From an optimization exercise on the open Yosys and OpenROAD flow, aimed at small area, a short achievable clock period and few clock cycles per item; shortcuts taken in it are not production practice. At most, simulation tests tie the RTL to the original design; equivalence was not proved. Function not checked in run 2: the RTL went through the layout flow alone.

### config.mk
export PLATFORM = sky130hd
export DESIGN_NAME = tilt_orientation_qualifier_core
export DESIGN_NICKNAME = tilt_orientation_qualifier_core
export VERILOG_FILES = /design/flow/design.v
export SDC_FILE = /design/flow/constraint.sdc
export NUM_CORES = 4
export LEC_CHECK = 0
export CAP_MARGIN = 20
export CORE_MARGIN = 2
export CORE_UTILIZATION = 65
export CTS_CLUSTER_DIAMETER = 80
export CTS_CLUSTER_SIZE = 20
export SLEW_MARGIN = 20
export SYNTH_HIERARCHICAL = 1
### constraint.sdc
create_clock -name core_clock -period 10.5 [get_ports {clk}]
set_input_delay 2.1000 -clock core_clock [delete_from_list [all_inputs] [get_ports {clk}]]
set_output_delay 2.1000 -clock core_clock [all_outputs]
set_load 0.01 [all_outputs]
### design.v
package tlt_pkg;
    localparam int SAMPLE_WIDTH = 16;
    localparam int TIME_W       = 32;
    localparam int PROD_W       = SAMPLE_WIDTH + 10;
    localparam int IN_TDATA_W   = ((TIME_W + 2 * SAMPLE_WIDTH + 7) / 8) * 8;
    localparam int IN_PAD_W     = IN_TDATA_W - TIME_W - 2 * SAMPLE_WIDTH;
    localparam int OUT_TDATA_W  = 8;
    localparam int MT_W         = 27;
    localparam int MT_NG        = (MT_W - 1 + 3) / 4;
    localparam logic [1:0] REG_TILT_THRESHOLD = 2'd0;
    localparam logic [1:0] REG_AXIS_MARGIN    = 2'd1;
    localparam logic [1:0] REG_POLL_INTERVAL  = 2'd2;
    localparam logic [1:0] REG_STABLE_TIME    = 2'd3;
    localparam logic [14:0] TILT_THRESHOLD_RST = 15'd4096;
    localparam logic [9:0]  AXIS_MARGIN_RST    = 10'd320;
    localparam logic [15:0] POLL_INTERVAL_RST  = 16'd100;
    localparam logic [15:0] STABLE_TIME_RST    = 16'd300;
    typedef struct packed {
        logic [14:0] tilt_level;
        logic [9:0]  axis_margin_q8;
        logic [15:0] poll_interval_ms;
        logic [15:0] hold_ms;
    } tlt_cfg_t;
    typedef struct packed {
        logic       ambiguous;
        logic [1:0] quadrant;
    } tlt_class_t;
    typedef struct packed {
        logic [1:0] quadrant;
        logic       changed;
    } tlt_result_t;
endpackage
import tlt_pkg::*;
module tlt_carry #(parameter int W = 16)
(
    input  logic [W-1:0] a,
    input  logic [W-1:0] b,
    input  logic         ci,
    output logic         co
);
    logic [W:0] g;
    logic [W:0] p;
    always_comb
    begin
        g = {a & b, ci};
        p = {a | b, 1'b0};
        for (int d = 1; d <= W; d = d * 2)
            for (int i = W; i >= d; i--)
            begin
                g[i] = g[i] | (p[i] & g[i-d]);
                p[i] = p[i] & p[i-d];
            end
        co = g[W];
    end
endmodule
module tlt_inc #(parameter int W = 16)
(
    input  logic [W-1:0] a,
    input  logic         ci,
    output logic [W:0]   y
);
    logic [W:0] c;
    always_comb
    begin
        c = {a, ci};
        for (int d = 1; d <= W; d = d * 2)
            for (int i = W; i >= d; i--)
                c[i] = c[i] & c[i-d];
        for (int i = 0; i < W; i++)
            y[i] = a[i] ^ (i == 0 ? ci : c[i == 0 ? 0 : i]);
        y[W] = c[W];
    end
endmodule
module tlt_margin_tree
(
    input  logic [14:0]       pu,
    input  logic              ps,
    input  logic [14:0]       nqu,       
    input  logic              nqs,       
    input  logic [9:0]        m,
    output logic [MT_NG-1:0]  grp_g,
    output logic [MT_NG-1:0]  grp_p,
    output logic              top_x
);
    localparam int W = MT_W;
    logic [W-1:0] h0, h1;
    logic [4*MT_NG-1:0] bg;
    logic [4*MT_NG-1:0] bp;
    logic t1, t2, t3, t4, t5, t6, t7, t8, t9, t10, t11, t12, t13, t14, t15, t16, t17, t18, t19, t20, t21, t22, t23, t24, t25, t26, t27, t28, t29, t30, t31, t32, t33, t34, t35, t36, t37, t38, t39, t40, t41, t42, t43, t44, t45, t46, t47, t48, t49, t50, t51, t52, t53, t54, t55, t56, t57, t58, t59, t60, t61, t62, t63, t64, t65, t66, t67, t68, t69, t70, t71, t72, t73, t74, t75, t76, t77, t78, t79, t80, t81, t82, t83, t84, t85, t86, t87, t88, t89, t90, t91, t92, t93, t94, t95, t96, t97, t98, t99, t100, t101, t102, t103, t104, t105, t106, t107, t108, t109, t110, t111, t112, t113, t114, t115, t116, t117, t118, t119, t120, t121, t122, t123, t124, t125, t126, t127, t128, t129, t130, t131, t132, t133, t134, t135, t136, t137, t138, t139, t140, t141, t142, t143, t144, t145, t146, t147, t148, t149, t150, t151, t152, t153, t154, t155, t156, t157, t158, t159, t160, t161, t162, t163, t164, t165, t166, t167, t168, t169, t170, t171, t172, t173, t174, t175, t176, t177, t178, t179, t180, t181, t182, t183, t184, t185, t186, t187, t188, t189, t190, t191, t192, t193, t194, t195, t196, t197, t198, t199, t200, t201, t202, t203, t204, t205, t206, t207, t208, t209, t210, t211, t212, t213, t214, t215, t216, t217, t218, t219, t220, t221, t222, t223, t224, t225, t226, t227, t228, t229, t230, t231, t232, t233, t234, t235, t236, t237, t238, t239, t240, t241, t242, t243, t244, t245, t246, t247, t248, t249, t250, t251, t252, t253, t254, t255, t256, t257, t258, t259, t260, t261, t262, t263, t264, t265, t266, t267, t268, t269, t270, t271, t272, t273, t274, t275, t276, t277, t278, t279, t280, t281, t282, t283, t284, t285, t286, t287, t288, t289, t290, t291, t292, t293, t294, t295, t296, t297, t298, t299, t300, t301, t302, t303, t304, t305, t306, t307, t308, t309, t310, t311, t312, t313, t314, t315, t316, t317, t318, t319, t320, t321, t322, t323, t324, t325, t326, t327, t328, t329, t330, t331, t332, t333, t334, t335, t336, t337, t338, t339, t340, t341, t342, t343, t344, t345, t346, t347, t348, t349, t350, t351, t352, t353, t354, t355, t356, t357, t358, t359, t360, t361, t362, t363, t364, t365, t366, t367, t368, t369, t370, t371, t372, t373, t374, t375, t376, t377, t378, t379, t380, t381, t382, t383, t384, t385, t386, t387, t388, t389, t390, t391, t392, t393, t394, t395, t396, t397, t398, t399, t400, t401, t402, t403, t404, t405, t406, t407, t408, t409, t410, t411, t412, t413, t414, t415, t416, t417, t418, t419, t420, t421, t422, t423, t424, t425, t426, t427, t428, t429, t430, t431, t432, t433, t434, t435, t436, t437, t438, t439, t440, t441, t442, t443, t444, t445, t446, t447, t448, t449, t450, t451, t452, t453, t454, t455, t456, t457, t458, t459, t460;
    assign t1 = (m[0] & pu[0]);
    assign t2 = (ps & m[0]);
    assign t3 = (m[0] & pu[1]);
    assign t4 = (m[1] & pu[0]);
    assign t5 = (ps & m[1]);
    assign t6 = (m[0] & pu[2]);
    assign t7 = (m[1] & pu[1]);
    assign t8 = (m[2] & pu[0]);
    assign t9 = (ps & m[2]);
    assign t10 = (m[0] & pu[3]);
    assign t11 = (m[1] & pu[2]);
    assign t12 = (m[2] & pu[1]);
    assign t13 = (m[3] & pu[0]);
    assign t14 = (ps & m[3]);
    assign t15 = (m[0] & pu[4]);
    assign t16 = (m[1] & pu[3]);
    assign t17 = (m[2] & pu[2]);
    assign t18 = (m[3] & pu[1]);
    assign t19 = (m[4] & pu[0]);
    assign t20 = (ps & m[4]);
    assign t21 = (m[0] & pu[5]);
    assign t22 = (m[1] & pu[4]);
    assign t23 = (m[2] & pu[3]);
    assign t24 = (m[3] & pu[2]);
    assign t25 = (m[4] & pu[1]);
    assign t26 = (m[5] & pu[0]);
    assign t27 = (ps & m[5]);
    assign t28 = (m[0] & pu[6]);
    assign t29 = (m[1] & pu[5]);
    assign t30 = (m[2] & pu[4]);
    assign t31 = (m[3] & pu[3]);
    assign t32 = (m[4] & pu[2]);
    assign t33 = (m[5] & pu[1]);
    assign t34 = (m[6] & pu[0]);
    assign t35 = (ps & m[6]);
    assign t36 = (m[0] & pu[7]);
    assign t37 = (m[1] & pu[6]);
    assign t38 = (m[2] & pu[5]);
    assign t39 = (m[3] & pu[4]);
    assign t40 = (m[4] & pu[3]);
    assign t41 = (m[5] & pu[2]);
    assign t42 = (m[6] & pu[1]);
    assign t43 = (m[7] & pu[0]);
    assign t44 = (ps & m[7]);
    assign t45 = (m[0] & pu[8]);
    assign t46 = (m[1] & pu[7]);
    assign t47 = (m[2] & pu[6]);
    assign t48 = (m[3] & pu[5]);
    assign t49 = (m[4] & pu[4]);
    assign t50 = (m[5] & pu[3]);
    assign t51 = (m[6] & pu[2]);
    assign t52 = (m[7] & pu[1]);
    assign t53 = (m[8] & pu[0]);
    assign t54 = (ps & m[8]);
    assign t55 = nqu[0];
    assign t56 = nqs;
    assign t57 = (m[0] & pu[9]);
    assign t58 = (m[1] & pu[8]);
    assign t59 = (m[2] & pu[7]);
    assign t60 = (m[3] & pu[6]);
    assign t61 = (m[4] & pu[5]);
    assign t62 = (m[5] & pu[4]);
    assign t63 = (m[6] & pu[3]);
    assign t64 = (m[7] & pu[2]);
    assign t65 = (m[8] & pu[1]);
    assign t66 = (m[9] & pu[0]);
    assign t67 = (ps & m[9]);
    assign t68 = nqu[1];
    assign t69 = (m[0] & pu[10]);
    assign t70 = (m[1] & pu[9]);
    assign t71 = (m[2] & pu[8]);
    assign t72 = (m[3] & pu[7]);
    assign t73 = (m[4] & pu[6]);
    assign t74 = (m[5] & pu[5]);
    assign t75 = (m[6] & pu[4]);
    assign t76 = (m[7] & pu[3]);
    assign t77 = (m[8] & pu[2]);
    assign t78 = (m[9] & pu[1]);
    assign t79 = nqu[2];
    assign t80 = (m[0] & pu[11]);
    assign t81 = (m[1] & pu[10]);
    assign t82 = (m[2] & pu[9]);
    assign t83 = (m[3] & pu[8]);
    assign t84 = (m[4] & pu[7]);
    assign t85 = (m[5] & pu[6]);
    assign t86 = (m[6] & pu[5]);
    assign t87 = (m[7] & pu[4]);
    assign t88 = (m[8] & pu[3]);
    assign t89 = (m[9] & pu[2]);
    assign t90 = nqu[3];
    assign t91 = (m[0] & pu[12]);
    assign t92 = (m[1] & pu[11]);
    assign t93 = (m[2] & pu[10]);
    assign t94 = (m[3] & pu[9]);
    assign t95 = (m[4] & pu[8]);
    assign t96 = (m[5] & pu[7]);
    assign t97 = (m[6] & pu[6]);
    assign t98 = (m[7] & pu[5]);
    assign t99 = (m[8] & pu[4]);
    assign t100 = (m[9] & pu[3]);
    assign t101 = nqu[4];
    assign t102 = (m[0] & pu[13]);
    assign t103 = (m[1] & pu[12]);
    assign t104 = (m[2] & pu[11]);
    assign t105 = (m[3] & pu[10]);
    assign t106 = (m[4] & pu[9]);
    assign t107 = (m[5] & pu[8]);
    assign t108 = (m[6] & pu[7]);
    assign t109 = (m[7] & pu[6]);
    assign t110 = (m[8] & pu[5]);
    assign t111 = (m[9] & pu[4]);
    assign t112 = nqu[5];
    assign t113 = (m[0] & pu[14]);
    assign t114 = (m[1] & pu[13]);
    assign t115 = (m[2] & pu[12]);
    assign t116 = (m[3] & pu[11]);
    assign t117 = (m[4] & pu[10]);
    assign t118 = (m[5] & pu[9]);
    assign t119 = (m[6] & pu[8]);
    assign t120 = (m[7] & pu[7]);
    assign t121 = (m[8] & pu[6]);
    assign t122 = (m[9] & pu[5]);
    assign t123 = nqu[6];
    assign t124 = (m[1] & pu[14]);
    assign t125 = (m[2] & pu[13]);
    assign t126 = (m[3] & pu[12]);
    assign t127 = (m[4] & pu[11]);
    assign t128 = (m[5] & pu[10]);
    assign t129 = (m[6] & pu[9]);
    assign t130 = (m[7] & pu[8]);
    assign t131 = (m[8] & pu[7]);
    assign t132 = (m[9] & pu[6]);
    assign t133 = nqu[7];
    assign t134 = (m[2] & pu[14]);
    assign t135 = (m[3] & pu[13]);
    assign t136 = (m[4] & pu[12]);
    assign t137 = (m[5] & pu[11]);
    assign t138 = (m[6] & pu[10]);
    assign t139 = (m[7] & pu[9]);
    assign t140 = (m[8] & pu[8]);
    assign t141 = (m[9] & pu[7]);
    assign t142 = nqu[8];
    assign t143 = (m[3] & pu[14]);
    assign t144 = (m[4] & pu[13]);
    assign t145 = (m[5] & pu[12]);
    assign t146 = (m[6] & pu[11]);
    assign t147 = (m[7] & pu[10]);
    assign t148 = (m[8] & pu[9]);
    assign t149 = (m[9] & pu[8]);
    assign t150 = nqu[9];
    assign t151 = (m[4] & pu[14]);
    assign t152 = (m[5] & pu[13]);
    assign t153 = (m[6] & pu[12]);
    assign t154 = (m[7] & pu[11]);
    assign t155 = (m[8] & pu[10]);
    assign t156 = (m[9] & pu[9]);
    assign t157 = nqu[10];
    assign t158 = (m[5] & pu[14]);
    assign t159 = (m[6] & pu[13]);
    assign t160 = (m[7] & pu[12]);
    assign t161 = (m[8] & pu[11]);
    assign t162 = (m[9] & pu[10]);
    assign t163 = nqu[11];
    assign t164 = (m[6] & pu[14]);
    assign t165 = (m[7] & pu[13]);
    assign t166 = (m[8] & pu[12]);
    assign t167 = (m[9] & pu[11]);
    assign t168 = nqu[12];
    assign t169 = (m[7] & pu[14]);
    assign t170 = (m[8] & pu[13]);
    assign t171 = (m[9] & pu[12]);
    assign t172 = nqu[13];
    assign t173 = (m[8] & pu[14]);
    assign t174 = (m[9] & pu[13]);
    assign t175 = nqu[14];
    assign t176 = (m[9] & pu[14]);
    assign t177 = t45 ^ t46 ^ t47;
    assign t178 = (t45 & t46) | (t45 & t47) | (t46 & t47);
    assign t179 = t48 ^ t49;
    assign t180 = t48 & t49;
    assign t181 = t57 ^ t58 ^ t59;
    assign t182 = (t57 & t58) | (t57 & t59) | (t58 & t59);
    assign t183 = t60 ^ t61 ^ t62;
    assign t184 = (t60 & t61) | (t60 & t62) | (t61 & t62);
    assign t185 = t63 ^ t64;
    assign t186 = t63 & t64;
    assign t187 = t69 ^ t70 ^ t71;
    assign t188 = (t69 & t70) | (t69 & t71) | (t70 & t71);
    assign t189 = t72 ^ t73 ^ t74;
    assign t190 = (t72 & t73) | (t72 & t74) | (t73 & t74);
    assign t191 = t75 ^ t76;
    assign t192 = t75 & t76;
    assign t193 = t80 ^ t81 ^ t82;
    assign t194 = (t80 & t81) | (t80 & t82) | (t81 & t82);
    assign t195 = t83 ^ t84 ^ t85;
    assign t196 = (t83 & t84) | (t83 & t85) | (t84 & t85);
    assign t197 = t86 ^ t87;
    assign t198 = t86 & t87;
    assign t199 = t91 ^ t92 ^ t93;
    assign t200 = (t91 & t92) | (t91 & t93) | (t92 & t93);
    assign t201 = t94 ^ t95 ^ t96;
    assign t202 = (t94 & t95) | (t94 & t96) | (t95 & t96);
    assign t203 = t97 ^ t98;
    assign t204 = t97 & t98;
    assign t205 = t102 ^ t103 ^ t104;
    assign t206 = (t102 & t103) | (t102 & t104) | (t103 & t104);
    assign t207 = t105 ^ t106 ^ t107;
    assign t208 = (t105 & t106) | (t105 & t107) | (t106 & t107);
    assign t209 = t108 ^ t109;
    assign t210 = t108 & t109;
    assign t211 = t113 ^ t114 ^ t115;
    assign t212 = (t113 & t114) | (t113 & t115) | (t114 & t115);
    assign t213 = t116 ^ t117 ^ t118;
    assign t214 = (t116 & t117) | (t116 & t118) | (t117 & t118);
    assign t215 = t119 ^ t120;
    assign t216 = t119 & t120;
    assign t217 = t124 ^ t125 ^ t126;
    assign t218 = (t124 & t125) | (t124 & t126) | (t125 & t126);
    assign t219 = t127 ^ t128 ^ t129;
    assign t220 = (t127 & t128) | (t127 & t129) | (t128 & t129);
    assign t221 = t134 ^ t135 ^ t136;
    assign t222 = (t134 & t135) | (t134 & t136) | (t135 & t136);
    assign t223 = t21 ^ t22;
    assign t224 = t21 & t22;
    assign t225 = t28 ^ t29 ^ t30;
    assign t226 = (t28 & t29) | (t28 & t30) | (t29 & t30);
    assign t227 = t31 ^ t32;
    assign t228 = t31 & t32;
    assign t229 = t36 ^ t37 ^ t38;
    assign t230 = (t36 & t37) | (t36 & t38) | (t37 & t38);
    assign t231 = t39 ^ t40 ^ t41;
    assign t232 = (t39 & t40) | (t39 & t41) | (t40 & t41);
    assign t233 = t42 ^ t43;
    assign t234 = t42 & t43;
    assign t235 = t177 ^ t179 ^ t50;
    assign t236 = (t177 & t179) | (t177 & t50) | (t179 & t50);
    assign t237 = t51 ^ t52 ^ t53;
    assign t238 = (t51 & t52) | (t51 & t53) | (t52 & t53);
    assign t239 = t54 ^ t55 ^ t56;
    assign t240 = (t54 & t55) | (t54 & t56) | (t55 & t56);
    assign t241 = t181 ^ t183 ^ t185;
    assign t242 = (t181 & t183) | (t181 & t185) | (t183 & t185);
    assign t243 = t65 ^ t66 ^ t67;
    assign t244 = (t65 & t66) | (t65 & t67) | (t66 & t67);
    assign t245 = t68 ^ t178 ^ t180;
    assign t246 = (t68 & t178) | (t68 & t180) | (t178 & t180);
    assign t247 = t187 ^ t189 ^ t191;
    assign t248 = (t187 & t189) | (t187 & t191) | (t189 & t191);
    assign t249 = t77 ^ t78 ^ t79;
    assign t250 = (t77 & t78) | (t77 & t79) | (t78 & t79);
    assign t251 = t182 ^ t184 ^ t186;
    assign t252 = (t182 & t184) | (t182 & t186) | (t184 & t186);
    assign t253 = t193 ^ t195 ^ t197;
    assign t254 = (t193 & t195) | (t193 & t197) | (t195 & t197);
    assign t255 = t88 ^ t89 ^ t90;
    assign t256 = (t88 & t89) | (t88 & t90) | (t89 & t90);
    assign t257 = t188 ^ t190 ^ t192;
    assign t258 = (t188 & t190) | (t188 & t192) | (t190 & t192);
    assign t259 = t199 ^ t201 ^ t203;
    assign t260 = (t199 & t201) | (t199 & t203) | (t201 & t203);
    assign t261 = t99 ^ t100 ^ t101;
    assign t262 = (t99 & t100) | (t99 & t101) | (t100 & t101);
    assign t263 = t194 ^ t196 ^ t198;
    assign t264 = (t194 & t196) | (t194 & t198) | (t196 & t198);
    assign t265 = t205 ^ t207 ^ t209;
    assign t266 = (t205 & t207) | (t205 & t209) | (t207 & t209);
    assign t267 = t110 ^ t111 ^ t112;
    assign t268 = (t110 & t111) | (t110 & t112) | (t111 & t112);
    assign t269 = t200 ^ t202 ^ t204;
    assign t270 = (t200 & t202) | (t200 & t204) | (t202 & t204);
    assign t271 = t211 ^ t213 ^ t215;
    assign t272 = (t211 & t213) | (t211 & t215) | (t213 & t215);
    assign t273 = t121 ^ t122 ^ t123;
    assign t274 = (t121 & t122) | (t121 & t123) | (t122 & t123);
    assign t275 = t206 ^ t208 ^ t210;
    assign t276 = (t206 & t208) | (t206 & t210) | (t208 & t210);
    assign t277 = t217 ^ t219 ^ t130;
    assign t278 = (t217 & t219) | (t217 & t130) | (t219 & t130);
    assign t279 = t131 ^ t132 ^ t133;
    assign t280 = (t131 & t132) | (t131 & t133) | (t132 & t133);
    assign t281 = t212 ^ t214 ^ t216;
    assign t282 = (t212 & t214) | (t212 & t216) | (t214 & t216);
    assign t283 = t221 ^ t137 ^ t138;
    assign t284 = (t221 & t137) | (t221 & t138) | (t137 & t138);
    assign t285 = t139 ^ t140 ^ t141;
    assign t286 = (t139 & t140) | (t139 & t141) | (t140 & t141);
    assign t287 = t142 ^ t218 ^ t220;
    assign t288 = (t142 & t218) | (t142 & t220) | (t218 & t220);
    assign t289 = t143 ^ t144 ^ t145;
    assign t290 = (t143 & t144) | (t143 & t145) | (t144 & t145);
    assign t291 = t146 ^ t147 ^ t148;
    assign t292 = (t146 & t147) | (t146 & t148) | (t147 & t148);
    assign t293 = t149 ^ t150 ^ t222;
    assign t294 = (t149 & t150) | (t149 & t222) | (t150 & t222);
    assign t295 = t151 ^ t152 ^ t153;
    assign t296 = (t151 & t152) | (t151 & t153) | (t152 & t153);
    assign t297 = t154 ^ t155 ^ t156;
    assign t298 = (t154 & t155) | (t154 & t156) | (t155 & t156);
    assign t299 = t158 ^ t159 ^ t160;
    assign t300 = (t158 & t159) | (t158 & t160) | (t159 & t160);
    assign t301 = t10 ^ t11;
    assign t302 = t10 & t11;
    assign t303 = t15 ^ t16 ^ t17;
    assign t304 = (t15 & t16) | (t15 & t17) | (t16 & t17);
    assign t305 = t18 ^ t19;
    assign t306 = t18 & t19;
    assign t307 = t223 ^ t23 ^ t24;
    assign t308 = (t223 & t23) | (t223 & t24) | (t23 & t24);
    assign t309 = t25 ^ t26 ^ t27;
    assign t310 = (t25 & t26) | (t25 & t27) | (t26 & t27);
    assign t311 = t225 ^ t227 ^ t33;
    assign t312 = (t225 & t227) | (t225 & t33) | (t227 & t33);
    assign t313 = t34 ^ t35 ^ t224;
    assign t314 = (t34 & t35) | (t34 & t224) | (t35 & t224);
    assign t315 = t229 ^ t231 ^ t233;
    assign t316 = (t229 & t231) | (t229 & t233) | (t231 & t233);
    assign t317 = t44 ^ t226 ^ t228;
    assign t318 = (t44 & t226) | (t44 & t228) | (t226 & t228);
    assign t319 = t235 ^ t237 ^ t239;
    assign t320 = (t235 & t237) | (t235 & t239) | (t237 & t239);
    assign t321 = t230 ^ t232 ^ t234;
    assign t322 = (t230 & t232) | (t230 & t234) | (t232 & t234);
    assign t323 = t241 ^ t243 ^ t245;
    assign t324 = (t241 & t243) | (t241 & t245) | (t243 & t245);
    assign t325 = t236 ^ t238 ^ t240;
    assign t326 = (t236 & t238) | (t236 & t240) | (t238 & t240);
    assign t327 = t247 ^ t249 ^ t251;
    assign t328 = (t247 & t249) | (t247 & t251) | (t249 & t251);
    assign t329 = t242 ^ t244 ^ t246;
    assign t330 = (t242 & t244) | (t242 & t246) | (t244 & t246);
    assign t331 = t253 ^ t255 ^ t257;
    assign t332 = (t253 & t255) | (t253 & t257) | (t255 & t257);
    assign t333 = t248 ^ t250 ^ t252;
    assign t334 = (t248 & t250) | (t248 & t252) | (t250 & t252);
    assign t335 = t259 ^ t261 ^ t263;
    assign t336 = (t259 & t261) | (t259 & t263) | (t261 & t263);
    assign t337 = t254 ^ t256 ^ t258;
    assign t338 = (t254 & t256) | (t254 & t258) | (t256 & t258);
    assign t339 = t265 ^ t267 ^ t269;
    assign t340 = (t265 & t267) | (t265 & t269) | (t267 & t269);
    assign t341 = t260 ^ t262 ^ t264;
    assign t342 = (t260 & t262) | (t260 & t264) | (t262 & t264);
    assign t343 = t271 ^ t273 ^ t275;
    assign t344 = (t271 & t273) | (t271 & t275) | (t273 & t275);
    assign t345 = t266 ^ t268 ^ t270;
    assign t346 = (t266 & t268) | (t266 & t270) | (t268 & t270);
    assign t347 = t277 ^ t279 ^ t281;
    assign t348 = (t277 & t279) | (t277 & t281) | (t279 & t281);
    assign t349 = t272 ^ t274 ^ t276;
    assign t350 = (t272 & t274) | (t272 & t276) | (t274 & t276);
    assign t351 = t283 ^ t285 ^ t287;
    assign t352 = (t283 & t285) | (t283 & t287) | (t285 & t287);
    assign t353 = t278 ^ t280 ^ t282;
    assign t354 = (t278 & t280) | (t278 & t282) | (t280 & t282);
    assign t355 = t289 ^ t291 ^ t293;
    assign t356 = (t289 & t291) | (t289 & t293) | (t291 & t293);
    assign t357 = t284 ^ t286 ^ t288;
    assign t358 = (t284 & t286) | (t284 & t288) | (t286 & t288);
    assign t359 = t295 ^ t297 ^ t157;
    assign t360 = (t295 & t297) | (t295 & t157) | (t297 & t157);
    assign t361 = t290 ^ t292 ^ t294;
    assign t362 = (t290 & t292) | (t290 & t294) | (t292 & t294);
    assign t363 = t299 ^ t161 ^ t162;
    assign t364 = (t299 & t161) | (t299 & t162) | (t161 & t162);
    assign t365 = t163 ^ t296 ^ t298;
    assign t366 = (t163 & t296) | (t163 & t298) | (t296 & t298);
    assign t367 = t164 ^ t165 ^ t166;
    assign t368 = (t164 & t165) | (t164 & t166) | (t165 & t166);
    assign t369 = t167 ^ t168 ^ t300;
    assign t370 = (t167 & t168) | (t167 & t300) | (t168 & t300);
    assign t371 = t169 ^ t170 ^ t171;
    assign t372 = (t169 & t170) | (t169 & t171) | (t170 & t171);
    assign t373 = t6 ^ t7;
    assign t374 = t6 & t7;
    assign t375 = t301 ^ t12 ^ t13;
    assign t376 = (t301 & t12) | (t301 & t13) | (t12 & t13);
    assign t377 = t303 ^ t305 ^ t20;
    assign t378 = (t303 & t305) | (t303 & t20) | (t305 & t20);
    assign t379 = t307 ^ t309 ^ t304;
    assign t380 = (t307 & t309) | (t307 & t304) | (t309 & t304);
    assign t381 = t311 ^ t313 ^ t308;
    assign t382 = (t311 & t313) | (t311 & t308) | (t313 & t308);
    assign t383 = t315 ^ t317 ^ t312;
    assign t384 = (t315 & t317) | (t315 & t312) | (t317 & t312);
    assign t385 = t319 ^ t321 ^ t316;
    assign t386 = (t319 & t321) | (t319 & t316) | (t321 & t316);
    assign t387 = t323 ^ t325 ^ t320;
    assign t388 = (t323 & t325) | (t323 & t320) | (t325 & t320);
    assign t389 = t327 ^ t329 ^ t324;
    assign t390 = (t327 & t329) | (t327 & t324) | (t329 & t324);
    assign t391 = t331 ^ t333 ^ t328;
    assign t392 = (t331 & t333) | (t331 & t328) | (t333 & t328);
    assign t393 = t335 ^ t337 ^ t332;
    assign t394 = (t335 & t337) | (t335 & t332) | (t337 & t332);
    assign t395 = t339 ^ t341 ^ t336;
    assign t396 = (t339 & t341) | (t339 & t336) | (t341 & t336);
    assign t397 = t343 ^ t345 ^ t340;
    assign t398 = (t343 & t345) | (t343 & t340) | (t345 & t340);
    assign t399 = t347 ^ t349 ^ t344;
    assign t400 = (t347 & t349) | (t347 & t344) | (t349 & t344);
    assign t401 = t351 ^ t353 ^ t348;
    assign t402 = (t351 & t353) | (t351 & t348) | (t353 & t348);
    assign t403 = t355 ^ t357 ^ t352;
    assign t404 = (t355 & t357) | (t355 & t352) | (t357 & t352);
    assign t405 = t359 ^ t361 ^ t356;
    assign t406 = (t359 & t361) | (t359 & t356) | (t361 & t356);
    assign t407 = t363 ^ t365 ^ t360;
    assign t408 = (t363 & t365) | (t363 & t360) | (t365 & t360);
    assign t409 = t367 ^ t369 ^ t364;
    assign t410 = (t367 & t369) | (t367 & t364) | (t369 & t364);
    assign t411 = t371 ^ t172 ^ t368;
    assign t412 = (t371 & t172) | (t371 & t368) | (t172 & t368);
    assign t413 = t173 ^ t174 ^ t175;
    assign t414 = (t173 & t174) | (t173 & t175) | (t174 & t175);
    assign t415 = t3 ^ t4;
    assign t416 = t3 & t4;
    assign t417 = t373 ^ t8 ^ t9;
    assign t418 = (t373 & t8) | (t373 & t9) | (t8 & t9);
    assign t419 = t375 ^ t14 ^ t374;
    assign t420 = (t375 & t14) | (t375 & t374) | (t14 & t374);
    assign t421 = t377 ^ t302 ^ t376;
    assign t422 = (t377 & t302) | (t377 & t376) | (t302 & t376);
    assign t423 = t379 ^ t306 ^ t378;
    assign t424 = (t379 & t306) | (t379 & t378) | (t306 & t378);
    assign t425 = t381 ^ t310 ^ t380;
    assign t426 = (t381 & t310) | (t381 & t380) | (t310 & t380);
    assign t427 = t383 ^ t314 ^ t382;
    assign t428 = (t383 & t314) | (t383 & t382) | (t314 & t382);
    assign t429 = t385 ^ t318 ^ t384;
    assign t430 = (t385 & t318) | (t385 & t384) | (t318 & t384);
    assign t431 = t387 ^ t322 ^ t386;
    assign t432 = (t387 & t322) | (t387 & t386) | (t322 & t386);
    assign t433 = t389 ^ t326 ^ t388;
    assign t434 = (t389 & t326) | (t389 & t388) | (t326 & t388);
    assign t435 = t391 ^ t330 ^ t390;
    assign t436 = (t391 & t330) | (t391 & t390) | (t330 & t390);
    assign t437 = t393 ^ t334 ^ t392;
    assign t438 = (t393 & t334) | (t393 & t392) | (t334 & t392);
    assign t439 = t395 ^ t338 ^ t394;
    assign t440 = (t395 & t338) | (t395 & t394) | (t338 & t394);
    assign t441 = t397 ^ t342 ^ t396;
    assign t442 = (t397 & t342) | (t397 & t396) | (t342 & t396);
    assign t443 = t399 ^ t346 ^ t398;
    assign t444 = (t399 & t346) | (t399 & t398) | (t346 & t398);
    assign t445 = t401 ^ t350 ^ t400;
    assign t446 = (t401 & t350) | (t401 & t400) | (t350 & t400);
    assign t447 = t403 ^ t354 ^ t402;
    assign t448 = (t403 & t354) | (t403 & t402) | (t354 & t402);
    assign t449 = t405 ^ t358 ^ t404;
    assign t450 = (t405 & t358) | (t405 & t404) | (t358 & t404);
    assign t451 = t407 ^ t362 ^ t406;
    assign t452 = (t407 & t362) | (t407 & t406) | (t362 & t406);
    assign t453 = t409 ^ t366 ^ t408;
    assign t454 = (t409 & t366) | (t409 & t408) | (t366 & t408);
    assign t455 = t411 ^ t370 ^ t410;
    assign t456 = (t411 & t370) | (t411 & t410) | (t370 & t410);
    assign t457 = t413 ^ t372 ^ t412;
    assign t458 = (t413 & t372) | (t413 & t412) | (t372 & t412);
    assign t459 = t176 ^ 1'b1 ^ t414;
    assign t460 = (t176 & 1'b1) | (t176 & t414) | (1'b1 & t414);
    assign h0[0] = t1;
    assign h1[0] = t2;
    assign h0[1] = t415;
    assign h1[1] = t5;
    assign h0[2] = t417;
    assign h1[2] = t416;
    assign h0[3] = t419;
    assign h1[3] = t418;
    assign h0[4] = t421;
    assign h1[4] = t420;
    assign h0[5] = t423;
    assign h1[5] = t422;
    assign h0[6] = t425;
    assign h1[6] = t424;
    assign h0[7] = t427;
    assign h1[7] = t426;
    assign h0[8] = t429;
    assign h1[8] = t428;
    assign h0[9] = t431;
    assign h1[9] = t430;
    assign h0[10] = t433;
    assign h1[10] = t432;
    assign h0[11] = t435;
    assign h1[11] = t434;
    assign h0[12] = t437;
    assign h1[12] = t436;
    assign h0[13] = t439;
    assign h1[13] = t438;
    assign h0[14] = t441;
    assign h1[14] = t440;
    assign h0[15] = t443;
    assign h1[15] = t442;
    assign h0[16] = t445;
    assign h1[16] = t444;
    assign h0[17] = t447;
    assign h1[17] = t446;
    assign h0[18] = t449;
    assign h1[18] = t448;
    assign h0[19] = t451;
    assign h1[19] = t450;
    assign h0[20] = t453;
    assign h1[20] = t452;
    assign h0[21] = t455;
    assign h1[21] = t454;
    assign h0[22] = t457;
    assign h1[22] = t456;
    assign h0[23] = t459;
    assign h1[23] = t458;
    assign h0[24] = 1'b1;
    assign h1[24] = t460;
    assign h0[25] = 1'b1;
    assign h1[25] = 1'b0;
    assign h0[26] = 1'b1;
    assign h1[26] = 1'b0;
    assign bg = {h0[W-2:0] & h1[W-2:0], {(4*MT_NG-W+1){1'b0}}};
    assign bp = {h0[W-2:0] | h1[W-2:0], {(4*MT_NG-W+1){1'b0}}};
    for (genvar j = 0; j < MT_NG; j++)
    begin : g_grp
        assign grp_g[j] = bg[4*j+3] | (bp[4*j+3] & bg[4*j+2])
                        | (bp[4*j+3] & bp[4*j+2] & bg[4*j+1])
                        | (bp[4*j+3] & bp[4*j+2] & bp[4*j+1] & bg[4*j]);
        assign grp_p[j] = &bp[4*j +: 4];
    end
    assign top_x = h0[W-1] ^ h1[W-1];
endmodule
module tlt_margin_sign
(
    input  logic [MT_NG-1:0] grp_g,
    input  logic [MT_NG-1:0] grp_p,
    input  logic             top_x,
    output logic             flag
);
    logic c_top;
    tlt_carry #(MT_NG) u_top (.a(grp_g), .b(grp_g | grp_p), .ci(1'b0), .co(c_top));
    assign flag = top_x ^ c_top;
endmodule
module tlt_classify_prep
(
    input  logic signed [SAMPLE_WIDTH-1:0] accel_x,
    input  logic signed [SAMPLE_WIDTH-1:0] accel_y,
    input  logic                           big_m,      
    output logic [SAMPLE_WIDTH-2:0]        pu,
    output logic                           ps,
    output logic [SAMPLE_WIDTH-2:0]        nqu,        
    output logic                           nqs,
    output logic                           sx,
    output logic                           sy,
    output logic                           y_big,      
    output logic                           both_zero
);
    logic [SAMPLE_WIDTH-2:0] ux;
    logic [SAMPLE_WIDTH-2:0] uy;
    logic [SAMPLE_WIDTH-2:0] fu;
    logic                    fs;
    logic [SAMPLE_WIDTH-2:0] su;
    logic                    ss;
    assign sx = accel_x[SAMPLE_WIDTH-1];
    assign sy = accel_y[SAMPLE_WIDTH-1];
    assign ux = accel_x[SAMPLE_WIDTH-2:0] ^ {(SAMPLE_WIDTH-1){sx}};
    assign uy = accel_y[SAMPLE_WIDTH-2:0] ^ {(SAMPLE_WIDTH-1){sy}};
    logic c_ge;
    logic c_add;
    tlt_carry #(SAMPLE_WIDTH-1) u_ge  (.a(accel_y[SAMPLE_WIDTH-2:0]), .b(~accel_x[SAMPLE_WIDTH-2:0]),
                                       .ci(1'b1), .co(c_ge));
    tlt_carry #(SAMPLE_WIDTH-1) u_add (.a(accel_y[SAMPLE_WIDTH-2:0]), .b(accel_x[SAMPLE_WIDTH-2:0]),
                                       .ci(1'b0), .co(c_add));
    assign y_big = (sx ^ sy) ? (c_add ^ sy) : (c_ge ^ sx);
    assign both_zero = (accel_x == '0) && (accel_y == '0);
    assign fu = big_m ? ux : uy;
    assign fs = big_m ? sx : sy;
    assign su = big_m ? uy : ux;
    assign ss = big_m ? sy : sx;
    assign pu = y_big ? fu : su;
    assign ps = y_big ? fs : ss;
    assign nqu = ~(y_big ? su : fu);
    assign nqs = ~(y_big ? ss : fs);
endmodule
module tlt_classify
(
    input  logic [SAMPLE_WIDTH-2:0] pu,
    input  logic                    ps,
    input  logic [SAMPLE_WIDTH-2:0] nqu,
    input  logic                    nqs,
    input  logic                    sx,
    input  logic                    sy,
    input  logic                    y_big,
    input  logic                    both_zero,
    input  tlt_pkg::tlt_cfg_t       cfg,
    output logic [MT_NG-1:0]        grp_g,
    output logic [MT_NG-1:0]        grp_p,
    output logic                    top_x,
    output tlt_pkg::tlt_class_t     cls0,      
    output tlt_pkg::tlt_class_t     cls1       
);
    logic                    big_m;
    logic [SAMPLE_WIDTH-2:0] lu;
    logic                    ls;
    logic [SAMPLE_WIDTH-1:0] lv;
    logic                    not_below;
    logic [1:0]              quad_x;
    logic [1:0]              quad_y;
    assign big_m = |cfg.axis_margin_q8[9:8];
    tlt_margin_tree u_mt (
        .pu    (pu),
        .ps    (ps),
        .nqu   (nqu),
        .nqs   (nqs),
        .m     (cfg.axis_margin_q8),
        .grp_g (grp_g),
        .grp_p (grp_p),
        .top_x (top_x)
    );
    assign lu = big_m ? ~nqu : pu;
    assign ls = big_m ? !nqs : ps;
    tlt_inc #(SAMPLE_WIDTH-1) u_inc (.a(lu), .ci(ls), .y(lv));
    tlt_carry #(SAMPLE_WIDTH) u_thr (.a(lv), .b(~{1'b0, cfg.tilt_level}), .ci(1'b1), .co(not_below));
    assign quad_y = sy ? 2'd1 : 2'd3;
    assign quad_x = sx ? 2'd2 : 2'd0;
    always_comb
    begin
        cls0.ambiguous = !not_below || big_m || both_zero;
        cls0.quadrant  = y_big ? quad_y : quad_x;
        cls1.ambiguous = !not_below || (!big_m && both_zero);
        cls1.quadrant  = (y_big || !big_m) ? quad_y : quad_x;
    end
endmodule
import tlt_pkg::*;
module tlt_since
(
    input  logic [31:0] now,
    input  logic [31:0] since,
    input  logic [15:0] lim,
    output logic        ok
);
    logic [31:0] ns;
    logic [15:0] nl;
    logic [15:0] s;
    logic [15:0] k;
    logic        b;
    logic        kk;
    logic        ok_lo;
    logic [15:0] x;
    logic [15:0] o;
    logic [15:0] z;
    logic        hi_zero;
    assign ns = ~since;
    assign nl = ~lim;
    tlt_carry #(16) u_b (.a(now[15:0]), .b(ns[15:0]), .ci(1'b1), .co(b));
    assign s = now[15:0] ^ ns[15:0] ^ nl;
    assign k = (now[15:0] & ns[15:0]) | (now[15:0] & nl) | (ns[15:0] & nl);
    tlt_carry #(15) u_kk (.a(s[15:1]), .b(k[14:0]), .ci(1'b1), .co(kk));
    assign ok_lo = b ? (k[15] & kk) : (k[15] | kk);
    assign x = now[31:16] ^ ns[31:16];
    assign o = now[31:16] | ns[31:16];
    always_comb
    begin
        z[0] = x[0] == b;
        for (int i = 1; i < 16; i++)
            z[i] = x[i] == o[i-1];
    end
    assign hi_zero = &z;
    assign ok = !hi_zero || ok_lo;
endmodule
module tlt_qualify
(
    input  logic              clk,
    input  logic              rst_n,
    input  logic              fire,         
    input  logic [TIME_W-1:0] now_ms,       
    input  logic              fire_q,       
    input  logic              sample_ok,    
    input  tlt_pkg::tlt_class_t        cls,          
    input  tlt_pkg::tlt_cfg_t          cfg,
    output tlt_pkg::tlt_result_t       res           
);
    logic [1:0]        committed_reg;
    logic [1:0]        committed_next;
    logic [1:0]        pending_reg;
    logic [1:0]        pending_next;
    logic [TIME_W-1:0] start_reg;
    logic [TIME_W-1:0] last_reg;
    logic              take_reg;
    logic              poll_ok;
    logic              hold_ok;
    logic              take;
    logic              set_start;
    logic              changed;
    tlt_since u_poll (.now(now_ms), .since(last_reg), .lim(cfg.poll_interval_ms), .ok(poll_ok));
    assign take = fire && poll_ok;
    always_ff @(posedge clk or negedge rst_n)
    begin
        if (!rst_n)
            last_reg <= '0;
        else if (take)
            last_reg <= now_ms;
    end
    always_ff @(posedge clk)
    begin
        take_reg <= take;
    end
    tlt_since u_hold (.now(last_reg), .since(start_reg), .lim(cfg.hold_ms), .ok(hold_ok));
    always_comb
    begin
        committed_next = committed_reg;
        pending_next   = pending_reg;
        set_start      = 1'b0;
        changed        = 1'b0;
        if (fire_q && take_reg && sample_ok)
        begin
            if (cls.ambiguous || (cls.quadrant == committed_reg))
            begin
                pending_next = committed_reg;
            end
            else if (cls.quadrant != pending_reg)
            begin
                pending_next = cls.quadrant;
                set_start    = 1'b1;
            end
            else if (hold_ok)
            begin
                committed_next = cls.quadrant;
                changed        = 1'b1;
            end
        end
    end
    assign res.quadrant = committed_next;
    assign res.changed  = changed;
    always_ff @(posedge clk or negedge rst_n)
    begin
        if (!rst_n)
        begin
            committed_reg <= 2'd0;
            pending_reg   <= 2'd0;
        end
        else
        begin
            committed_reg <= committed_next;
            pending_reg   <= pending_next;
        end
    end
    always_ff @(posedge clk or negedge rst_n)
    begin
        if (!rst_n)
            start_reg <= '0;
        else if (set_start)
            start_reg <= last_reg;
    end
endmodule
import tlt_pkg::*;
module tilt_orientation_qualifier_core
(
    input  logic                   clk,
    input  logic                   rst_n,
    input  logic                   s_tvalid,
    output logic                   s_tready,
    input  logic [IN_TDATA_W-1:0]  s_tdata,    
    input  logic                   s_tuser,    
    output logic                   m_tvalid,
    input  logic                   m_tready,
    output logic [OUT_TDATA_W-1:0] m_tdata,    
    output logic                   m_tuser,    
    input  logic                   psel,
    input  logic                   penable,
    input  logic                   pwrite,
    input  logic [3:0]             paddr,
    input  logic [31:0]            pwdata,
    output logic [31:0]            prdata,
    output logic                   pready
);
    localparam int QD = 4;    
    tlt_pkg::tlt_cfg_t cfg_reg;
    logic [1:0]        rd_sel_reg;
    logic                    v0_reg;
    logic [TIME_W-1:0]       now0_reg;
    logic                    ok0_reg;
    logic [SAMPLE_WIDTH-2:0] pu0_reg;
    logic                    ps0_reg;
    logic [SAMPLE_WIDTH-2:0] nqu0_reg;
    logic                    nqs0_reg;
    logic                    sx0_reg;
    logic                    sy0_reg;
    logic                    ybig0_reg;
    logic                    zero0_reg;
    logic                    v1_reg;
    logic                    ok1_reg;
    logic [MT_NG-1:0]        grp_g1_reg;
    logic [MT_NG-1:0]        grp_p1_reg;
    logic                    top_x1_reg;
    tlt_pkg::tlt_class_t     cls0_1_reg;
    tlt_pkg::tlt_class_t     cls1_1_reg;
    logic [QD-1:0]           qv_reg;
    logic [3*QD-1:0]         qd_reg;    
    logic [QD:0]             qv_up;
    logic [3*QD+2:0]         qd_up;
    logic [QD-1:0]           qv_sh;
    logic [3*QD-1:0]         qd_sh;
    logic [QD-1:0]           q_put;
    logic [2:0]              cnt_reg;
    logic                    rdy_reg;
    logic                    accept;
    logic                    pop;
    logic                    cfg_wr;
    logic [SAMPLE_WIDTH-2:0] pu;
    logic                    ps;
    logic [SAMPLE_WIDTH-2:0] nqu;
    logic                    nqs;
    logic                    sx;
    logic                    sy;
    logic                    y_big;
    logic                    both_zero;
    logic [MT_NG-1:0]        grp_g;
    logic [MT_NG-1:0]        grp_p;
    logic                    top_x;
    tlt_pkg::tlt_class_t     cls0;
    tlt_pkg::tlt_class_t     cls1;
    logic                    flag;
    tlt_pkg::tlt_class_t     cls;
    tlt_pkg::tlt_result_t    res;
    logic [2:0]              cnt_next;
    assign pready = 1'b1;
    assign cfg_wr = psel && penable && pwrite;
    always_ff @(posedge clk or negedge rst_n)
    begin
        if (!rst_n)
        begin
            cfg_reg.tilt_level       <= TILT_THRESHOLD_RST;
            cfg_reg.axis_margin_q8   <= AXIS_MARGIN_RST;
            cfg_reg.poll_interval_ms <= POLL_INTERVAL_RST;
            cfg_reg.hold_ms          <= STABLE_TIME_RST;
        end
        else if (cfg_wr)
        begin
            case (paddr[3:2])
                REG_TILT_THRESHOLD: cfg_reg.tilt_level       <= pwdata[14:0];
                REG_AXIS_MARGIN:    cfg_reg.axis_margin_q8   <= pwdata[9:0];
                REG_POLL_INTERVAL:  cfg_reg.poll_interval_ms <= pwdata[15:0];
                default:            cfg_reg.hold_ms          <= pwdata[15:0];
            endcase
        end
    end
    always_ff @(posedge clk)
    begin
        rd_sel_reg <= paddr[3:2];
    end
    always_comb
    begin
        case (rd_sel_reg)
            REG_TILT_THRESHOLD: prdata = 32'(cfg_reg.tilt_level);
            REG_AXIS_MARGIN:    prdata = 32'(cfg_reg.axis_margin_q8);
            REG_POLL_INTERVAL:  prdata = 32'(cfg_reg.poll_interval_ms);
            default:            prdata = 32'(cfg_reg.hold_ms);
        endcase
    end
    assign s_tready = rdy_reg;
    assign accept   = s_tvalid && rdy_reg;
    tlt_classify_prep u_prep (
        .accel_x (s_tdata[TIME_W +: SAMPLE_WIDTH]),
        .accel_y (s_tdata[TIME_W + SAMPLE_WIDTH +: SAMPLE_WIDTH]),
        .big_m     (|cfg_reg.axis_margin_q8[9:8]),
        .pu        (pu),
        .ps        (ps),
        .nqu       (nqu),
        .nqs       (nqs),
        .sx        (sx),
        .sy        (sy),
        .y_big     (y_big),
        .both_zero (both_zero)
    );
    always_ff @(posedge clk or negedge rst_n)
    begin
        if (!rst_n)
        begin
            v0_reg <= 1'b0;
            v1_reg <= 1'b0;
        end
        else
        begin
            v0_reg <= accept;
            v1_reg <= v0_reg;
        end
    end
    always_ff @(posedge clk)
    begin
        now0_reg <= s_tdata[TIME_W-1:0];
        ok0_reg  <= s_tuser;
        pu0_reg   <= pu;
        ps0_reg   <= ps;
        nqu0_reg  <= nqu;
        nqs0_reg  <= nqs;
        sx0_reg   <= sx;
        sy0_reg   <= sy;
        ybig0_reg <= y_big;
        zero0_reg <= both_zero;
    end
    tlt_classify u_classify (
        .pu        (pu0_reg),
        .ps        (ps0_reg),
        .nqu       (nqu0_reg),
        .nqs       (nqs0_reg),
        .sx        (sx0_reg),
        .sy        (sy0_reg),
        .y_big     (ybig0_reg),
        .both_zero (zero0_reg),
        .cfg       (cfg_reg),
        .grp_g     (grp_g),
        .grp_p     (grp_p),
        .top_x     (top_x),
        .cls0      (cls0),
        .cls1      (cls1)
    );
    always_ff @(posedge clk)
    begin
        ok1_reg  <= ok0_reg;
        grp_g1_reg <= grp_g;
        grp_p1_reg <= grp_p;
        top_x1_reg <= top_x;
        cls0_1_reg <= cls0;
        cls1_1_reg <= cls1;
    end
    tlt_margin_sign u_sign (
        .grp_g (grp_g1_reg),
        .grp_p (grp_p1_reg),
        .top_x (top_x1_reg),
        .flag  (flag)
    );
    assign cls = flag ? cls1_1_reg : cls0_1_reg;
    tlt_qualify u_qualify (
        .clk       (clk),
        .rst_n     (rst_n),
        .fire      (v0_reg),
        .now_ms    (now0_reg),
        .fire_q    (v1_reg),
        .sample_ok (ok1_reg),
        .cls       (cls),
        .cfg       (cfg_reg),
        .res       (res)
    );
    assign pop = qv_reg[0] && m_tready;
    always_comb
    begin
        qv_up  = {1'b0, qv_reg};
        qd_up  = {3'b000, qd_reg};
        qv_sh  = pop ? qv_up[QD:1] : qv_reg;
        qd_sh  = pop ? qd_up[3*QD+2:3] : qd_reg;
        for (int i = 0; i < QD; i++)
            q_put[i] = v1_reg && !qv_sh[i] && (i == 0 || qv_sh[i == 0 ? 0 : i - 1]);
    end
    always_ff @(posedge clk or negedge rst_n)
    begin
        if (!rst_n)
            qv_reg <= '0;
        else
            qv_reg <= qv_sh | q_put;
    end
    always_ff @(posedge clk)
    begin
        for (int i = 0; i < QD; i++)
            qd_reg[3*i +: 3] <= q_put[i] ? {res.changed, res.quadrant} : qd_sh[3*i +: 3];
    end
    assign cnt_next = cnt_reg + 3'(accept) - 3'(pop);
    always_ff @(posedge clk or negedge rst_n)
    begin
        if (!rst_n)
        begin
            cnt_reg <= '0;
            rdy_reg <= 1'b0;
        end
        else
        begin
            cnt_reg <= cnt_next;
            rdy_reg <= (cnt_next < 3'(QD));
        end
    end
    assign m_tvalid = qv_reg[0];
    assign m_tdata  = {(OUT_TDATA_W - 2)'(0), qd_reg[1:0]};
    assign m_tuser  = qd_reg[2];
endmodule
### flow/run.sh
#!/bin/bash
# Standard layout, with plain buf_1 port buffers and timing repair aimed 6.5 ns
# below the clock period.
set -euo pipefail
bash standard.sh SETUP_SLACK_MARGIN=6.5 'BUFFER_PORTS_ARGS=-buffer_cell sky130_fd_sc_hd__buf_1' finish > standard_flow.log 2>&1
### standard.sh
#!/bin/bash
# synth_recipe.tcl (not shown) runs the flow's synth.tcl, then flattens the netlist and writes it again
# the make line also repeats each setting of config.mk as NAME=value (left out here)
make -C /OpenROAD-flow-scripts/flow DESIGN_CONFIG=/design/flow/config.mk WORK_HOME=/design/flow/orfs CLKGATE_MAP_FILE= SYNTH_SCRIPT=/design/flow/synth_recipe.tcl "${@:-finish}"
==> results of run 1 <==
Yosys stat by module, one instance, submodules excluded, a selection:
module / area (um2) / cells / copies in the design / flops+latches
tilt_orientation_qualifier_core: 5620 / 351 / 1 / 172
tlt_classify: 378 / 64 / 1 / 0
tlt_classify_prep: 893 / 109 / 1 / 0
tlt_margin_sign: 56.3 / 9 / 1 / 0
tlt_margin_tree: 4520 / 500 / 1 / 0
tlt_qualify: 2770 / 158 / 1 / 69
tlt_since: 876 / 107 / 2 / 0
cells in the mapped netlist (all sizes together) (21+ instances only):
library cell / count / area, um2
inv: 274 / 1030
mux2: 160 / 1920
fa: 158 / 3160
and2: 127 / 795
dfrtp: 125 / 3130
dfxtp: 94 / 1880
nand2: 71 / 267
a21oi: 65 / 385
nor2: 59 / 221
buf: 56 / 432
xor2: 51 / 447
ha: 49 / 613
o21ai: 37 / 193
o22ai: 36 / 225
nor3: 35 / 186
xnor2: 33 / 297
a31oi: 29 / 181
a22oi: 22 / 205
mux2i: 21 / 223
worst min-delay path by stage:
stage	endpoint	slack [ns]	depth (start not counted)
finish	ok1_reg$_DFF_P_	0.35	0
global route	ok1_reg$_DFF_P_	0.35	0
CTS	ok1_reg$_DFF_P_	0.35	0
detailed placement	ok1_reg$_DFF_P_	0.33	0
global placement	ok1_reg$_DFF_P_	0.32	0
floorplan	ok1_reg$_DFF_P_	0.31	0
worst max-delay path, stage by stage:
cell and delay, ns:
sky130_fd_sc_hd__clkbuf_2 0.15, sky130_fd_sc_hd__inv_1 0.09, sky130_fd_sc_hd__o22ai_2 0.17, sky130_fd_sc_hd__a211oi_1 0.08, sky130_fd_sc_hd__a21oi_1 0.18, sky130_fd_sc_hd__o22ai_1 0.11
sky130_fd_sc_hd__a211o_1 0.31, sky130_fd_sc_hd__mux2_4 0.28, sky130_fd_sc_hd__mux2i_4 0.26, sky130_fd_sc_hd__xnor2_4 0.19, sky130_fd_sc_hd__buf_6 0.17, sky130_fd_sc_hd__buf_6 0.10
sky130_fd_sc_hd__mux2i_1 0.26
metrics by stage:
| stage | cells | hold slack (ns) | worst slack (ns) | cell area (um2) |
|---|---|---|---|---|
| after floorplan | 1727 | 0.310 | 6.42 | 18000 |
| after global placement | 2113 | 0.320 | 5.43 | 18400 |
| after detailed placement | 2113 | 0.328 | 5.31 | 18400 |
| after CTS | 2180 | 0.354 | 6.43 | 19500 |
| after global routing | 2192 | 0.355 | 6.37 | 19900 |
| final | 2194 | 0.352 | 6.42 | 19900 |
routing by layer:
metal	vias up	GRT usage (%)	wire [um]
met1	6323	43.6	19200
li1	5872	-	-
met4	2	6.47	957
met5	-	0	11
met3	68	4.95	2870
met2	389	46.8	19300
kinds of logic after synthesis:
| family | count (synthesis) | synth area share, % |
|---|---|---|
| AND/OR/NAND/NOR | 358 | 11.0 |
| AO/OA/AOI/OAI | 259 | 10.1 |
| flip-flops | 241 | 31.4 |
| buffers and inverters | 345 | 8.46 |
| adder cells (fa/ha/maj) | 214 | 21.5 |
| XOR/XNOR | 84 | 4.15 |
| multiplexers | 191 | 13.2 |
| other | 10 | 0.209 |
area by class of cell:
| class | count | area, um2 | area share [%] |
|---|---|---|---|
| clock inverter | 4 | 53.8 | 0.271 |
| multi-input combinational | 1142 | 11100 | 56.1 |
| clock buffer | 26 | 459 | 2.31 |
| sequential | 241 | 5680 | 28.6 |
| antenna | 2 | 5.00 | 0.0252 |
| tap | 341 | 427 | 2.15 |
| timing repair buffer | 164 | 1060 | 5.35 |
| inverter | 274 | 1030 | 5.19 |
what timing repair did:
item	4_1_cts	5_1_grt
setup buffers	35	11
hold buffers	0	0
setup endpoints to repair	84	93
resized for setup	103	83
cloned	2	1
pin swaps	38	40
==> flow_metrics.py, run 1 <==
metrics = {
    "run_status": {
        "status": "finished clean",
    },
    "timing": {
        "setup_total_negative_slack_ns": 0,
        "post-route-min-period_ns": 4.08,
        "worst_slew_pin_slew_ns": 1.03,
        "worst_slew_margin_rel_pct": 31.1,
        "grt_setup_unrepaired": "true",
        "clock.fmax_mhz": 245,
        "fin_worst_skew_ns": 0.0347,
        "final-setup-viol-count": 0,
        "drv_slew": 0,
        "layout_worst_path_cycle_share_pct": 38.9,
        "hold_viol_final": 0,
    },
    "grt": {
        "antenna_violations_before_repair": 4,
        "grt_usage_pct": 29.7,
        "vias_in_the_first_global_route": 12783,
        "grt_first_pass_wirelength_mm": 67.3,
        "globalRouteOverflowTotal": 0,
        "grt_max_degree": 53,
    },
    "finish": {
        "layout.nets": 2155,
        "final_core_utilization_pct": 73.5,
        "layout-drive-gt1-share_pct": 22.2,
        "most_frequent_standard_cell_in_the_layout_excluding_fill_and_tap_cells": "sky130_fd_sc_hd__inv_1",
        "fillerInstances": 1987,
        "p_r_area_growth_vs_syn_pct": 10.8,
        "largest_register_ff_count": 57,
        "layout.cells.most_common_list": "264 x sky130_fd_sc_hd__inv_1, 144 x sky130_fd_sc_hd__fa_1, 117 x sky130_fd_sc_hd__dfrtp_1",
    },
    "critical_path": {
        "worst-r2r-cell-count": 12,
        "crit_required_ns": 10.88,
        "crit_start": "s_tdata[38]",
        "rr_endpoint": "grp_g1_reg[4]$_DFF_P_",
        "setup.worst_path.start_class": "input pin",
        "slack_of_the_worst_reg_to_reg_path_ns": 6.48,
        "critical_path.endpoint_type": "flop",
        "worst-path-max-fanout": 5,
        "rr_startpoint": "cfg_reg[36]$_DFFE_PN0P_",
        "crit_type": "in -> reg",
        "critPathArrivalTime_ns": 4.46,
        "crit_path_end": "nqu0_reg[12]$_DFF_P_",
    },
    "floorplan": {
        "placementRows": 60,
        "die_y_um": 170,
        "design.core.area_mm2": 0.0270,
        "initial_utilization_pct": 66.3,
        "io-pin-count": 152,
        "floorplan.die_area_mm2": 0.0289,
        "chipWidth_um": 170,
    },
    "synth": {
        "synth_async_sr_flop_share_pct": 56.0,
        "synth-seq-cells": 241,
        "dominantRegCellSynth": "sky130_fd_sc_hd__dfrtp_1",
        "synth.distinct_cells": 73,
        "syn_inst": 1702,
        "ys.warnings.count": 14,
        "synthesis.area_per_instance_um2": 10.5,
        "post_synth_edffs": 12,
        "synthesis.area_mm2": 0.0179,
        "synth_seq_area_share_pct": 31.4,
    },
    "route": {
        "drt-pass1-iter-count": 5,
        "antenna_nets_post_route": 0,
        "dr_vias": 12654,
        "avgRoutedWirePerCell_um": 19.3,
        "detail_route.iter0.violations": 885,
        "wl_mm": 42.3,
        "drt_drc_violations_left": 0,
        "post_drt_via_cell_ratio": 5.77,
    },
    "cts": {
        "cts_tree": "done",
        "worst_setup_hold_path_clk_slew_ns": 0.08,
        "cts.path.max_buffers": 3,
        "tritoncts.num_buffers": 17,
        "root_buffer": "sky130_fd_sc_hd__clkbuf_16",
        "clock_sink_count": 241,
        "number_of_levels_in_the_clock_h_tree": 1,
        "worstSkewPairLatency_ns": 0.51,
    },
    "placed_design": {
        "buffers_added_on_ports": 110,
        "gp_weighted_congestion": 0.860,
        "post-dp-hpwl_mm": 30.4,
    },
    "min_path": {
        "hold_class": "reg -> reg",
        "min_from": "ok0_reg$_DFF_P_",
    },
    "flow_run": {
        "cap_violations": 0,
    },
}
Testbench counts, summed over its fixed seeds: cycles 16,024, items 16,000.
==> run 2: changes to the inputs <==
--- a/design.v
+++ b/design.v
@@ -623,6 +623,38 @@
     tlt_carry #(MT_NG) u_top (.a(grp_g), .b(grp_g | grp_p), .ci(1'b0), .co(c_top));
     assign flag = top_x ^ c_top;
 endmodule
+module tlt_mag_order
+(
+    input  logic signed [SAMPLE_WIDTH-1:0] accel_x,
+    input  logic signed [SAMPLE_WIDTH-1:0] accel_y,
+    output logic                           y_big
+);
+    localparam int W = SAMPLE_WIDTH - 1;
+    logic [W:0] g_ge;
+    logic [W:0] p_ge;
+    logic [W:0] g_add;
+    logic [W:0] p_add;
+    logic       sx;
+    logic       sy;
+    assign sx = accel_x[W];
+    assign sy = accel_y[W];
+    always_comb
+    begin
+        g_ge  = {accel_y[W-1:0] & ~accel_x[W-1:0], 1'b1};
+        p_ge  = {accel_y[W-1:0] | ~accel_x[W-1:0], 1'b0};
+        g_add = {accel_y[W-1:0] & accel_x[W-1:0], 1'b0};
+        p_add = {accel_y[W-1:0] | accel_x[W-1:0], 1'b0};
+        for (int d = 1; d <= W; d = d * 2)
+            for (int i = W; i >= d; i--)
+            begin
+                g_ge[i]  = g_ge[i] | (p_ge[i] & g_ge[i-d]);
+                p_ge[i]  = p_ge[i] & p_ge[i-d];
+                g_add[i] = g_add[i] | (p_add[i] & g_add[i-d]);
+                p_add[i] = p_add[i] & p_add[i-d];
+            end
+    end
+    assign y_big = (sx ^ sy) ? (g_add[W] ^ sy) : (g_ge[W] ^ sx);
+endmodule
 module tlt_classify_prep
 (
     input  logic signed [SAMPLE_WIDTH-1:0] accel_x,
@@ -647,13 +679,11 @@
     assign sy = accel_y[SAMPLE_WIDTH-1];
     assign ux = accel_x[SAMPLE_WIDTH-2:0] ^ {(SAMPLE_WIDTH-1){sx}};
     assign uy = accel_y[SAMPLE_WIDTH-2:0] ^ {(SAMPLE_WIDTH-1){sy}};
-    logic c_ge;
-    logic c_add;
-    tlt_carry #(SAMPLE_WIDTH-1) u_ge  (.a(accel_y[SAMPLE_WIDTH-2:0]), .b(~accel_x[SAMPLE_WIDTH-2:0]),
-                                       .ci(1'b1), .co(c_ge));
-    tlt_carry #(SAMPLE_WIDTH-1) u_add (.a(accel_y[SAMPLE_WIDTH-2:0]), .b(accel_x[SAMPLE_WIDTH-2:0]),
-                                       .ci(1'b0), .co(c_add));
-    assign y_big = (sx ^ sy) ? (c_add ^ sy) : (c_ge ^ sx);
+    tlt_mag_order u_order (
+        .accel_x (accel_x),
+        .accel_y (accel_y),
+        .y_big   (y_big)
+    );
     assign both_zero = (accel_x == '0) && (accel_y == '0);
     assign fu = big_m ? ux : uy;
     assign fs = big_m ? sx : sy;
==> flow/run.sh (replaced) <==
#!/bin/bash
# Standard layout, with plain buf_1 port buffers and timing repair aimed 6.4 ns
# below the clock period.
set -euo pipefail
bash standard.sh SETUP_SLACK_MARGIN=6.4 'BUFFER_PORTS_ARGS=-buffer_cell sky130_fd_sc_hd__buf_1' finish > standard_flow.log 2>&1
==> run 2 against run 1 <==
  * Global-route usage decreased by 0.90 points
  * Utilization decreased by 1.2 points
  * Non-clock buffer count decreased by 16
  * Critical path type is now reg -> out
  * Via count decreased by 0.43%
  * Still clean
  * Fmax decreased by 0.20%
  * First-iteration DRC count decreased by 13%
==> flow_metrics.py, run 2 <==
metrics = {
    "run_status": {
        "status": "finished clean",
    },
    "synth": {
        "synthesis.area_mm2": 0.0179,
        "synthesis.area_per_instance_um2": 10.4,
        "synth.distinct_cells": 80,
        "ys.warnings.count": 15,
        "dominantRegCellSynth": "sky130_fd_sc_hd__dfrtp_1",
        "syn_inst": 1726,
        "synth_seq_area_share_pct": 31.4,
        "synth_async_sr_flop_share_pct": 56.0,
        "post_synth_edffs": 12,
        "synth_largest_type_area_fraction_pct": 17.6,
        "synth-seq-cells": 241,
    },
    "cts": {
        "worst_setup_hold_path_clk_slew_ns": 0.08,
        "root_buffer": "sky130_fd_sc_hd__clkbuf_16",
        "cts_tree": "done",
        "cts.path.max_buffers": 3,
        "clock_sink_count": 241,
        "worstSkewPairLatency_ns": 0.53,
        "tritoncts.num_buffers": 18,
    },
    "critical_path": {
        "crit_type": "reg -> out",
        "max_stage_delay_ns": 0.50,
        "crit_required_ns": 8.40,
        "worst-path-max-fanout": 9,
        "critical_path.endpoint_type": "primary output",
        "crit_path_cell_trace": "buf_12 > buf_4 > mux4_2 > clkbuf_2",
        "critical_path.top_delay_family": "flip-flops",
    },
    "timing": {
        "drv_slew": 0,
        "clock.fmax_mhz": 245,
        "worst_slew_pin_slew_ns": 1.00,
        "final-setup-viol-count": 0,
        "hold_viol_final": 0,
        "layout_worst_path_cycle_share_pct": 38.9,
        "grt_setup_unrepaired": "true",
        "setup_total_negative_slack_ns": 0,
        "post-route-min-period_ns": 4.09,
    },
    "placed_design": {
        "gp_weighted_congestion": 0.883,
        "post-dp-hpwl_mm": 29.7,
        "buffers_added_on_ports": 110,
    },
    "finish": {
        "fillerInstances": 2056,
        "layout.nets": 2161,
        "layout-drive-gt1-share_pct": 18.8,
        "p_r_area_growth_vs_syn_pct": 9.08,
        "most_frequent_standard_cell_in_the_layout_excluding_fill_and_tap_cells": "sky130_fd_sc_hd__inv_1",
        "largest_register_ff_count": 57,
    },
    "grt": {
        "grt_usage_pct": 28.8,
        "grt_first_pass_wirelength_mm": 65.3,
        "antenna_violations_before_repair": 4,
        "grt_max_degree": 82,
        "globalRouteOverflowTotal": 0,
        "vias_in_the_first_global_route": 12575,
    },
    "floorplan": {
        "chipWidth_um": 170,
        "initial_utilization_pct": 66.3,
        "die_y_um": 170,
        "io-pin-count": 152,
        "placementRows": 60,
        "design.core.area_mm2": 0.0270,
        "floorplan.die_area_mm2": 0.0289,
    },
    "route": {
        "avgRoutedWirePerCell_um": 18.4,
        "dr_vias": 12600,
        "post_drt_via_cell_ratio": 5.73,
        "detail_route.iter0.violations": 770,
        "antenna_nets_post_route": 0,
        "drt_drc_violations_left": 0,
        "wl_mm": 40.4,
        "drt-pass1-iter-count": 5,
    },
    "min_path": {
        "hold_class": "reg -> reg",
    },
    "flow_run": {
        "cap_violations": 0,
    },
}
==> run 2: cell types whose count changed after synthesis, moves of 14 or more <==
| cell | delta |
|---|---|
| sky130_fd_sc_hd__mux2i_1 | -15 |
| sky130_fd_sc_hd__xnor2_1 | +15 |
| sky130_fd_sc_hd__mux2_2 | -14 |
| sky130_fd_sc_hd__a21oi_2 | +14 |
| sky130_fd_sc_hd__xor2_1 | -15 |
| sky130_fd_sc_hd__nand2_1 | +16 |
==> run 2: per-layer routing <==
metal / vias to the layer above / track usage [%] / part of all wire [%]
met5: - / 0 / 0.027
met4: 2 / 7.62 / 2.4
met3: 69 / 4.63 / 6.6
met2: 374 / 43.7 / 44
met1: 6267 / 43.3 / 47
li1: 5888 / - / -
==> run 2: stage by stage <==
step                util [%]  hold slack, ns  cell area [um2]  worst slack, ns  cells
global placement        68.1           0.318            18400             5.54   2134
floorplan                  -           0.310            18000             6.43   1751
global route            72.3           0.339            19600             6.32   2199
detailed placement      68.1           0.318            18400             5.40   2134
finish                  72.3           0.336            19600             6.41   2200
CTS                     71.2           0.337            19300             6.37   2185
==> run 2: path summary, 6_finish.rpt <==
| kind | startpoint | endpoint | slack (ns) | cells past startpoint |
|---|---|---|---|---|
| hold reg to reg | ok0_reg$_DFF_P_ | ok1_reg$_DFF_P_ | 0.34 | 0 |
| hold / removal | ok0_reg$_DFF_P_ | ok1_reg$_DFF_P_ | 0.34 | 0 |
| max in group asynchronous | rst_n | cfg_reg[12]$_DFFE_PN0P_ | 7.62 | 2 |
| min in group asynchronous | rst_n | cfg_reg[37]$_DFFE_PN0P_ | 1.67 | 1 |
| setup reg to reg | cfg_reg[35]$_DFFE_PN0P_ | grp_g1_reg[3]$_DFF_P_ | 6.44 | 14 |
| setup / recovery | cfg_reg[35]$_DFFE_PN0P_ | prdata[3] | 6.41 | 4 |
==> run 2: cells by family (layout without fill, tap and decap cells) <==
| logic type | Yosys count | count (layout) | share of synthesized area [%] |
|---|---|---|---|
| muxes | 159 | 159 | 11.2 |
| DFF | 241 | 241 | 31.4 |
| and+or+nand+nor | 395 | 395 | 11.9 |
| adders and majority gates | 218 | 218 | 21.7 |
| xor gates and xnor gates | 84 | 85 | 4.15 |
| AOI/OAI and AO/OA | 275 | 275 | 10.9 |
| buffers and inverters | 346 | 452 | 8.53 |
| other | 8 | 34 | 0.168 |
==> run 2: area by class of cell <==
type / count / share of cell area [%]
Clock inverter: 6 / 0.461
Tap cell: 341 / 2.18
Inverter: 272 / 5.22
Timing Repair Buffer: 148 / 4.26
Antenna cell: 1 / 0.0128
Clock buffer: 26 / 2.46
Multi-Input combinational cell: 1165 / 56.4
Sequential cell: 241 / 29.0
==> run 2: per-module statistics from Yosys (local to each module, per instance), excerpt <==
| module | copies in the design | cell area, um2 | cells inside |
|---|---|---|---|
| tlt_classify_prep | 1 | 801 | 123 |
| tlt_since | 2 | 876 | 107 |
| tlt_margin_sign | 1 | 56.3 | 9 |
| tlt_classify | 1 | 378 | 64 |
| tilt_orientation_qualifier_core | 1 | 5620 | 351 |
| tlt_margin_tree | 1 | 4520 | 500 |
| tlt_mag_order | 1 | 508 | 72 |
| tlt_qualify | 1 | 2770 | 158 |
==> run 2: repair_timing <==
| item | in CTS | in global routing |
|---|---|---|
| resized for setup | 34 | 49 |
| buffers inserted | 18 | 14 |
| hold buffers | 0 | 0 |
| cloned | 1 | 0 |
| pin swaps | 7 | 24 |
| setup endpoints to repair | 90 | 77 |

port drivers added, routing unchanged:
The results above use ideal ports. As a check the final layouts listed here were re-extracted and re-timed, cells and wires unchanged. Step 1 assumes that a clkbuf_16 drives the clock port and a buf_2 every other input. Step 2 times the ports against the registers' clock, not the clock port: input delays grow and output delays shrink by t, the midpoint of the rising clock arrivals with the driver on. Slacks: ideal / step 1 / step 2; pairs: ideal / step 1.
run | t (ns) | slack for setup (ns) | worst register clock-pin slew, ns
run 1 | 0.544 | 6.419 / 6.419 / 5.875 | 0.09 / 0.09
run 2 | 0.560 | 6.411 / 6.359 / 6.020 | 0.09 / 0.09
After both steps every run listed still meets setup and hold. The setup slack of run 1, which loses most, moves by 0.000 ns with the drivers and by -0.544 ns with both steps.
